From an optimization exercise on the open Yosys and OpenROAD flow, aimed at small area, a short achievable clock period and few clock cycles; shortcuts taken in it are not production practice. The RTL was checked by simulation tests, not by an equivalence proof against the original design.

**flow/design.v**
```verilog
package srdz_pkg;
    localparam int DATA_W = 16;
    localparam int DEAD_W = 15;
    localparam logic [DEAD_W-1:0] DEAD_RESET = 15'd9830;
    localparam logic [DATA_W-1:0] OUT_NEG_LIMIT = 16'h8000;
endpackage
module stick_radial_dead_zone #(
    parameter int SAMPLE_BITS = 16
) (
    input  logic                            aclk,
    input  logic                            aresetn,
    input  logic                            cfg_we,
    input  logic [srdz_pkg::DEAD_W-1:0]     cfg_wdata,    
    input  logic                            s_tvalid,
    output logic                            s_tready,
    input  logic [2*srdz_pkg::DATA_W-1:0]   s_tdata,      
    output logic                            m_tvalid,
    input  logic                            m_tready,
    output logic [2*srdz_pkg::DATA_W-1:0]   m_tdata,      
    output logic [0:0]                      m_tuser       
);
    localparam int W  = SAMPLE_BITS;
    localparam int Q  = W - 1;
    localparam int NW = 2 * W;
    localparam int DW = srdz_pkg::DATA_W;
    localparam int CW = (W > srdz_pkg::DEAD_W) ? W : srdz_pkg::DEAD_W;
    localparam logic [W-1:0] FULL = {1'b0, {Q{1'b1}}};
    typedef struct packed {
        logic [W-1:0] ax;
        logic [W-1:0] ay;
        logic         xn;
        logic         yn;
    } side_t;
    typedef struct packed {
        logic [W-1:0] ax;
        logic [W-1:0] ay;
        logic [W-1:0] mag;
        logic         xn;
        logic         yn;
        logic         dz;
        logic         zero;
        logic         sat;
        logic         satx;
        logic         saty;
    } ctl_t;
    localparam int SIDE_W = 2 * W + 2;
    localparam int CTL_W  = 3 * W + 7;
    logic [srdz_pkg::DEAD_W-1:0] dead_reg;
    logic en;
    logic skid_v_reg;
    logic m_v_reg;
    logic [DW-1:0] m_x_reg, m_y_reg, skid_x_reg, skid_y_reg;
    logic m_dz_reg, skid_dz_reg;
    logic [W-1:0] xs, ys;
    logic a_v_reg;
    side_t a_side_reg;
    logic b_v_reg;
    logic [NW-1:0] b_sqx_reg, b_sqy_reg;
    side_t b_side_reg;
    logic [W:0] sq_v_reg;
    logic [W:0][NW-1:0] sq_n_reg;
    logic [W:0][NW-1:0] sq_res_reg;
    logic [W:0][SIDE_W-1:0] sq_side_reg;
    logic [W:1][NW-1:0] sq_n_next;
    logic [W:1][NW-1:0] sq_res_next;
    logic d_v_reg;
    logic [W-1:0] mag;
    logic [W-1:0] d_diff_reg;
    logic [Q-1:0] d_den_reg;
    ctl_t d_ctl_reg;
    logic [Q:0] dv_v_reg;
    logic [Q:0][NW-1:0] dv_r_reg;
    logic [Q:0][Q-1:0] dv_q_reg;
    logic [Q:0][Q-1:0] dv_den_reg;
    logic [Q:0][CTL_W-1:0] dv_ctl_reg;
    logic [Q:1][NW-1:0] dv_r_next;
    logic [Q:1][Q-1:0] dv_q_next;
    logic f_v_reg;
    logic [Q-1:0] f_scaled_reg;
    ctl_t f_ctl_reg;
    logic g_v_reg;
    logic [NW-1:0] g_px_reg, g_py_reg;
    ctl_t g_ctl_reg;
    ctl_t g_ctl_sat;
    logic [Q:0] xd_v_reg;
    logic [Q:0][NW-1:0] xd_rx_reg;
    logic [Q:0][NW-1:0] xd_ry_reg;
    logic [Q:0][Q-1:0] xd_qx_reg;
    logic [Q:0][Q-1:0] xd_qy_reg;
    logic [Q:0][CTL_W-1:0] xd_ctl_reg;
    logic [Q:1][NW-1:0] xd_rx_next;
    logic [Q:1][NW-1:0] xd_ry_next;
    logic [Q:1][Q-1:0] xd_qx_next;
    logic [Q:1][Q-1:0] xd_qy_next;
    logic i_v_reg;
    logic [DW-1:0] i_x_reg, i_y_reg;
    logic i_dz_reg;
    logic [Q-1:0] fin_x, fin_y;
    side_t sq_last;
    ctl_t  dv_last;
    ctl_t  xd_last;
    ctl_t  xd_tmp;
    logic [Q:0][W-1:0] xd_mag;
    logic [DW-1:0] ext_x, ext_y;
    function automatic logic [NW-1:0] sq_bit(input integer k);
        sq_bit = NW'(1) << (2 * (W - 1 - k));
    endfunction
    assign en       = !skid_v_reg;
    assign s_tready = en;
    assign m_tvalid = m_v_reg;
    assign m_tdata  = {m_y_reg, m_x_reg};
    assign m_tuser  = m_dz_reg;
    assign xs  = s_tdata[W-1:0];
    assign ys  = s_tdata[DW+W-1:DW];
    assign mag = sq_res_reg[W][W-1:0];
    assign sq_last = sq_side_reg[W];
    assign dv_last = dv_ctl_reg[Q];
    assign xd_last = xd_ctl_reg[Q];
    always_comb begin
        for (int j = 0; j <= Q; j++) begin
            xd_tmp    = xd_ctl_reg[j];
            xd_mag[j] = xd_tmp.mag;
        end
    end
    always_ff @(posedge aclk) begin
        if (!aresetn) begin
            dead_reg <= srdz_pkg::DEAD_RESET;
        end else if (cfg_we) begin
            dead_reg <= cfg_wdata;
        end
    end
    always_comb begin
        for (int k = 0; k < W; k++) begin
            sq_n_next[k+1]   = sq_n_reg[k];
            sq_res_next[k+1] = sq_res_reg[k] >> 1;
            if (sq_n_reg[k] >= sq_res_reg[k] + sq_bit(k)) begin
                sq_n_next[k+1]   = sq_n_reg[k] - (sq_res_reg[k] + sq_bit(k));
                sq_res_next[k+1] = (sq_res_reg[k] >> 1) + sq_bit(k);
            end
        end
    end
    always_comb begin
        for (int j = 0; j < Q; j++) begin
            dv_r_next[j+1] = dv_r_reg[j];
            dv_q_next[j+1] = dv_q_reg[j];
            if (dv_r_reg[j] >= (NW'(dv_den_reg[j]) << (Q - 1 - j))) begin
                dv_r_next[j+1] = dv_r_reg[j] - (NW'(dv_den_reg[j]) << (Q - 1 - j));
                dv_q_next[j+1] = dv_q_reg[j] | (Q'(1) << (Q - 1 - j));
            end
        end
    end
    always_comb begin
        g_ctl_sat      = g_ctl_reg;
        g_ctl_sat.satx = g_px_reg >= (NW'(g_ctl_reg.mag) << Q);
        g_ctl_sat.saty = g_py_reg >= (NW'(g_ctl_reg.mag) << Q);
    end
    always_comb begin
        for (int j = 0; j < Q; j++) begin
            xd_rx_next[j+1] = xd_rx_reg[j];
            xd_qx_next[j+1] = xd_qx_reg[j];
            xd_ry_next[j+1] = xd_ry_reg[j];
            xd_qy_next[j+1] = xd_qy_reg[j];
            if (xd_rx_reg[j] >= (NW'(xd_mag[j]) << (Q - 1 - j))) begin
                xd_rx_next[j+1] = xd_rx_reg[j] - (NW'(xd_mag[j]) << (Q - 1 - j));
                xd_qx_next[j+1] = xd_qx_reg[j] | (Q'(1) << (Q - 1 - j));
            end
            if (xd_ry_reg[j] >= (NW'(xd_mag[j]) << (Q - 1 - j))) begin
                xd_ry_next[j+1] = xd_ry_reg[j] - (NW'(xd_mag[j]) << (Q - 1 - j));
                xd_qy_next[j+1] = xd_qy_reg[j] | (Q'(1) << (Q - 1 - j));
            end
        end
    end
    always_comb begin
        fin_x = xd_last.satx ? FULL[Q-1:0] : xd_qx_reg[Q];
        fin_y = xd_last.saty ? FULL[Q-1:0] : xd_qy_reg[Q];
        ext_x = DW'(fin_x);
        ext_y = DW'(fin_y);
    end
    always_ff @(posedge aclk) begin
        if (!aresetn) begin
            a_v_reg <= 1'b0;
            b_v_reg <= 1'b0;
            d_v_reg <= 1'b0;
            f_v_reg <= 1'b0;
            g_v_reg <= 1'b0;
            i_v_reg <= 1'b0;
            for (int k = 0; k <= W; k++) begin
                sq_v_reg[k] <= 1'b0;
            end
            for (int j = 0; j <= Q; j++) begin
                dv_v_reg[j] <= 1'b0;
                xd_v_reg[j] <= 1'b0;
            end
        end else if (en) begin
            a_v_reg     <= s_tvalid;
            b_v_reg     <= a_v_reg;
            sq_v_reg[0] <= b_v_reg;
            for (int k = 0; k < W; k++) begin
                sq_v_reg[k+1] <= sq_v_reg[k];
            end
            d_v_reg     <= sq_v_reg[W];
            dv_v_reg[0] <= d_v_reg;
            for (int j = 0; j < Q; j++) begin
                dv_v_reg[j+1] <= dv_v_reg[j];
                xd_v_reg[j+1] <= xd_v_reg[j];
            end
            f_v_reg     <= dv_v_reg[Q];
            g_v_reg     <= f_v_reg;
            xd_v_reg[0] <= g_v_reg;
            i_v_reg     <= xd_v_reg[Q];
        end
    end
    always_ff @(posedge aclk) begin
        if (en) begin
            a_side_reg.xn <= xs[W-1];
            a_side_reg.yn <= ys[W-1];
            a_side_reg.ax <= xs[W-1] ? (~xs + W'(1)) : xs;
            a_side_reg.ay <= ys[W-1] ? (~ys + W'(1)) : ys;
            b_sqx_reg  <= NW'(a_side_reg.ax) * NW'(a_side_reg.ax);
            b_sqy_reg  <= NW'(a_side_reg.ay) * NW'(a_side_reg.ay);
            b_side_reg <= a_side_reg;
            sq_n_reg[0]    <= b_sqx_reg + b_sqy_reg;
            sq_res_reg[0]  <= '0;
            sq_side_reg[0] <= b_side_reg;
            for (int k = 0; k < W; k++) begin
                sq_n_reg[k+1]    <= sq_n_next[k+1];
                sq_res_reg[k+1]  <= sq_res_next[k+1];
                sq_side_reg[k+1] <= sq_side_reg[k];
            end
            d_ctl_reg.ax   <= sq_last.ax;
            d_ctl_reg.ay   <= sq_last.ay;
            d_ctl_reg.xn   <= sq_last.xn;
            d_ctl_reg.yn   <= sq_last.yn;
            d_ctl_reg.mag  <= mag;
            d_ctl_reg.dz   <= CW'(mag) < CW'(dead_reg);
            d_ctl_reg.zero <= (mag == '0);
            d_ctl_reg.sat  <= (mag >= FULL);
            d_ctl_reg.satx <= 1'b0;
            d_ctl_reg.saty <= 1'b0;
            d_diff_reg     <= W'(CW'(mag) - CW'(dead_reg));
            d_den_reg      <= Q'(CW'(FULL) - CW'(dead_reg));
            dv_r_reg[0]   <= (NW'(d_diff_reg) << Q) - NW'(d_diff_reg);
            dv_q_reg[0]   <= '0;
            dv_den_reg[0] <= d_den_reg;
            dv_ctl_reg[0] <= d_ctl_reg;
            for (int j = 0; j < Q; j++) begin
                dv_r_reg[j+1]   <= dv_r_next[j+1];
                dv_q_reg[j+1]   <= dv_q_next[j+1];
                dv_den_reg[j+1] <= dv_den_reg[j];
                dv_ctl_reg[j+1] <= dv_ctl_reg[j];
            end
            f_scaled_reg <= dv_last.sat ? FULL[Q-1:0] : dv_q_reg[Q];
            f_ctl_reg    <= dv_ctl_reg[Q];
            g_px_reg  <= NW'(f_ctl_reg.ax) * NW'(f_scaled_reg);
            g_py_reg  <= NW'(f_ctl_reg.ay) * NW'(f_scaled_reg);
            g_ctl_reg <= f_ctl_reg;
            xd_rx_reg[0]  <= g_px_reg;
            xd_ry_reg[0]  <= g_py_reg;
            xd_qx_reg[0]  <= '0;
            xd_qy_reg[0]  <= '0;
            xd_ctl_reg[0] <= g_ctl_sat;
            for (int j = 0; j < Q; j++) begin
                xd_rx_reg[j+1]  <= xd_rx_next[j+1];
                xd_ry_reg[j+1]  <= xd_ry_next[j+1];
                xd_qx_reg[j+1]  <= xd_qx_next[j+1];
                xd_qy_reg[j+1]  <= xd_qy_next[j+1];
                xd_ctl_reg[j+1] <= xd_ctl_reg[j];
            end
            i_dz_reg <= xd_last.dz;
            if (xd_last.dz || xd_last.zero) begin
                i_x_reg <= '0;
                i_y_reg <= '0;
            end else begin
                i_x_reg <= xd_last.xn ? (~ext_x + DW'(1)) : ext_x;
                i_y_reg <= xd_last.yn ? (~ext_y + DW'(1)) : ext_y;
            end
        end
    end
    always_ff @(posedge aclk) begin
        if (!aresetn) begin
            m_v_reg    <= 1'b0;
            skid_v_reg <= 1'b0;
        end else if (!m_v_reg || m_tready) begin
            if (skid_v_reg) begin
                m_v_reg    <= 1'b1;
                skid_v_reg <= 1'b0;
            end else begin
                m_v_reg <= i_v_reg;
            end
        end else if (i_v_reg) begin
            skid_v_reg <= 1'b1;
        end
    end
    always_ff @(posedge aclk) begin
        if (!m_v_reg || m_tready) begin
            if (skid_v_reg) begin
                m_x_reg  <= skid_x_reg;
                m_y_reg  <= skid_y_reg;
                m_dz_reg <= skid_dz_reg;
            end else begin
                m_x_reg  <= i_x_reg;
                m_y_reg  <= i_y_reg;
                m_dz_reg <= i_dz_reg;
            end
        end else if (en) begin
            skid_x_reg  <= i_x_reg;
            skid_y_reg  <= i_y_reg;
            skid_dz_reg <= i_dz_reg;
        end
    end
endmodule
```
**flow/run.sh**
```bash
#!/bin/bash
# synth_recipe.tcl (not shown) runs the flow's synth.tcl, then flattens the netlist and writes it again
# the make line also repeats each setting of config.mk as NAME=value (left out here)
make -C /OpenROAD-flow-scripts/flow DESIGN_CONFIG=/design/flow/config.mk WORK_HOME=/design/flow/orfs CLKGATE_MAP_FILE= SYNTH_SCRIPT=/design/flow/synth_recipe.tcl finish
```
**flow/config.mk**
```make
export PLATFORM = sky130hd
export DESIGN_NAME = stick_radial_dead_zone
export DESIGN_NICKNAME = stick_radial_dead_zone
export VERILOG_FILES = /design/flow/design.v
export SDC_FILE = /design/flow/constraint.sdc
export NUM_CORES = 4
export LEC_CHECK = 0
export CAP_MARGIN = 20
export CORE_MARGIN = 2
export CORE_UTILIZATION = 40
export SLEW_MARGIN = 20
```
**flow/constraint.sdc**
```tcl
create_clock -name core_clock -period 8.0 [get_ports {aclk}]
set_input_delay 1.6000 -clock core_clock [delete_from_list [all_inputs] [get_ports {aclk}]]
set_output_delay 1.6000 -clock core_clock [all_outputs]
set_load 0.01 [all_outputs]
```
==> notes.md <==
[logic make-up after synthesis]
logic type,after synthesis,synth area share
AO/OA/AOI/OAI,3046,0.07856
XOR/XNOR,1249,0.04468
adder cells (fa/ha/maj),2054,0.1272
buffers and inverters,2278,0.03496
flip-flops,4965,0.6059
multiplexers,268,0.01180
AND/OR/NAND/NOR,4718,0.09681
[final timing paths]
| path | cells after the start | to | slack (ps) |
|---|---|---|---|
| worst min register to register | 0 | g_ctl_reg[19] | 360 |
| worst min-delay path | 0 | g_ctl_reg[19] | 360 |
| worst max-delay path | 21 | g_px_reg[29] | 890 |
| worst max register to register | 21 | g_px_reg[29] | 890 |
[worst max-delay path: stages, from the launching register on]
cell and delay, ps:
edfxtp_1 620, and2_1 280, fa_1 520, inv_1 70
fa_1 530, inv_1 50, fa_1 480, fa_1 540
fa_1 510, inv_1 50, fa_1 480, inv_1 40
ha_1 330, a21oi_1 250, o211ai_1 140, nor3_1 140
a21oi_1 160, o41ai_1 460, o21ai_0 260, a21boi_0 360
or4b_2 620, nand4_1 90
[Yosys cell counts (373+ instances only)]
master    count  area, um^2
o21ai_0     774        3874
edfxtp_1   4893      146900
xnor2_1     725        6350
a21oi_1     851        4259
xor2_1      524        4589
nor3_1      373        1867
nand2_1    1300        4880
inv_1      1898        7124
fa_1        727       14550
ha_1       1327       16600
and2_1      415        2596
nor2_1      966        3626
[final cells by class]
class | count | area, um^2
flip-flops and latches | 4965 | 148400
repair buffers | 228 | 2171
multi-input cells | 11340 | 88140
clock buffers | 625 | 13940
fillers | 55030 | 337100
well taps | 8092 | 10120
clock inverters | 321 | 3453
diodes | 5 | 12.51
inverters | 1902 | 7143
[metrics by stage]
step           utilization  worst slack [ps]
2_1_floorplan            -            -65850
3_3_place_gp        0.4192             905.0
3_5_place_dp        0.4192             882.5
4_1_cts             0.4477             893.1
5_1_grt             0.4478             427.5
6_report            0.4478             890.3
[metal layers]
metal	GRT usage	wire, um
met5	0	13
met4	0.05588	18200
met3	0.01896	18310
met2	0.2902	259500
met1	0.2039	215100
==> impl_metrics.csv <==
group,metric,value,unit
drt,via_per_inst,5.095,
clock_tree,cts_tree,"done",
setup_path,required,8900,ps
grt,grt_pass1_vias,140500,
synthesis,ys_seq_area_frac,0.6059,
floorplan,ios,87,
setup_path,startpoint,"f_ctl_reg[49]",
setup_path,critical_path_class,"reg2reg",
setup_path,startpoint_type,"flop",
layout,largest_reg_flops,848,
placed_design,port_buffers,86,
placed_design,dp_hpwl,375400,um
floorplan,die_h,786.4,um
grt,grt_max_degree,184,
placed_design,gp_congestion,0.8713,
setup_path,crit_fanout,15,
clock_tree,root_buffer,"clkbuf_16",
floorplan,std_cell_rows,287,
clock_tree,cts_hold_buf,0,
grt,grt_pass1_wl,797300,um
setup_path,r2r_start,"f_ctl_reg[49]",
sta,hold_viol,0,
floorplan,core,610500,um^2
floorplan,die_w,786.4,um
setup_path,worstPathArrival,8010,ps
worst_hold_path,min_path_type,"reg2reg",
sta,max_freq,0.1407,GHz
drt,drcViolationCount,0,
layout,area_delta_synth_final,11.64,%
sta,timing.clock.skew,82.71,ps
clock_tree,cts_buffer_depth,4,
clock_tree,cts_inserted_buffers,534,
status,status,"no timing/DRC/antenna violations",
placed_design,place_area,255900,um^2
clock_tree,post_cts_buffers,0,
synthesis,yosys_warnings,1,
placed_design,dp.cells,26520,
grt,overflow,0,
synthesis,netlist-cell-type-count,91,
clock_tree,path_clk_slew,60,ps
sta,holdWs,357.2,ps
clock_tree,insertion_delay,1080,ps
sta,finalSetupViolCount,0,
layout,final_cell_mix,"edfxtp_1, inv_1, ha_1",
clock_tree,htreeDepth,6,
sta,fin_setup_tns,0,ps
drt,drt-initial-drc-count,9659,
layout,fin_nets,21070,
drt,antenna_left,0,
layout,final_cell_area,273400,um^2
drt,firstDrtPassIters,7,
setup_path,endpoint_kind,"flop",
synthesis,async_reset_ff_frac,0,
sta,worst_pin_slew,1095,ps
drt,routedWlPerCell,18.60,um
synthesis,synth-edff-count,4893,
sta,fin_crit_sh,0.8887,
worst_hold_path,worstHoldStart,"f_ctl_reg[19]",
sta,slew_headroom,0.2512,
synthesis,synth_area,244900,um^2
synthesis,ys.flop_type,"edfxtp_1",
clock_tree,ctsResizeCount,0,
synthesis,synth_cells,18580,
floorplan,initial_utilization,0.4011,
sta,final_max_slew_viol_count,0,
floorplan,dieArea,618400,um^2
sta,min_period,7110,ps
run,drv_cap,0,
synthesis,avgSynthCellArea,13.18,um^2
layout,drive_gt1_frac,0.06400,
grt,grt_usage,0.1624,
grt,antenna_found_initial,10,
synthesis,ys_seq_elements,4965,
clock_tree,cts_sinks,4965,
layout,final_cells,27470,
sta,rsz0062_at_grt,"false",
layout,layout_commonest_cell,"edfxtp_1",
drt,vias,140000,
drt,totalWireLength,511100,um
synthesis,synth_nets,20680,
Testbench counts, summed over its fixed seeds: cycles 12,448.

==> static timing again, ports no longer ideal <==
Ports are ideal in the flow. The routed layout listed here was re-timed in OpenROAD. Step 1: set_driving_cell puts a clkbuf_16 on aclk and a buf_2 on each other input, an assumption about the parent block. Step 2 moves the port delays by t, midway between the first and last clock arrival at a register: inputs arrive t later, outputs are due t later. That takes back most of the time a late clock gives input paths. Slacks: ideal / step 1 / step 2; pairs: ideal / step 1.
shift t [ns]: 1.177
setup WS [ns]: 0.890 / 0.890 / 0.890
worst setup path at the end: register to register
pins driven straight from the clock port: 1
After both steps this run still meets setup and hold. For this run, drivers alone change the setup slack by 0.000 ns; drivers and shift together by 0.000 ns.
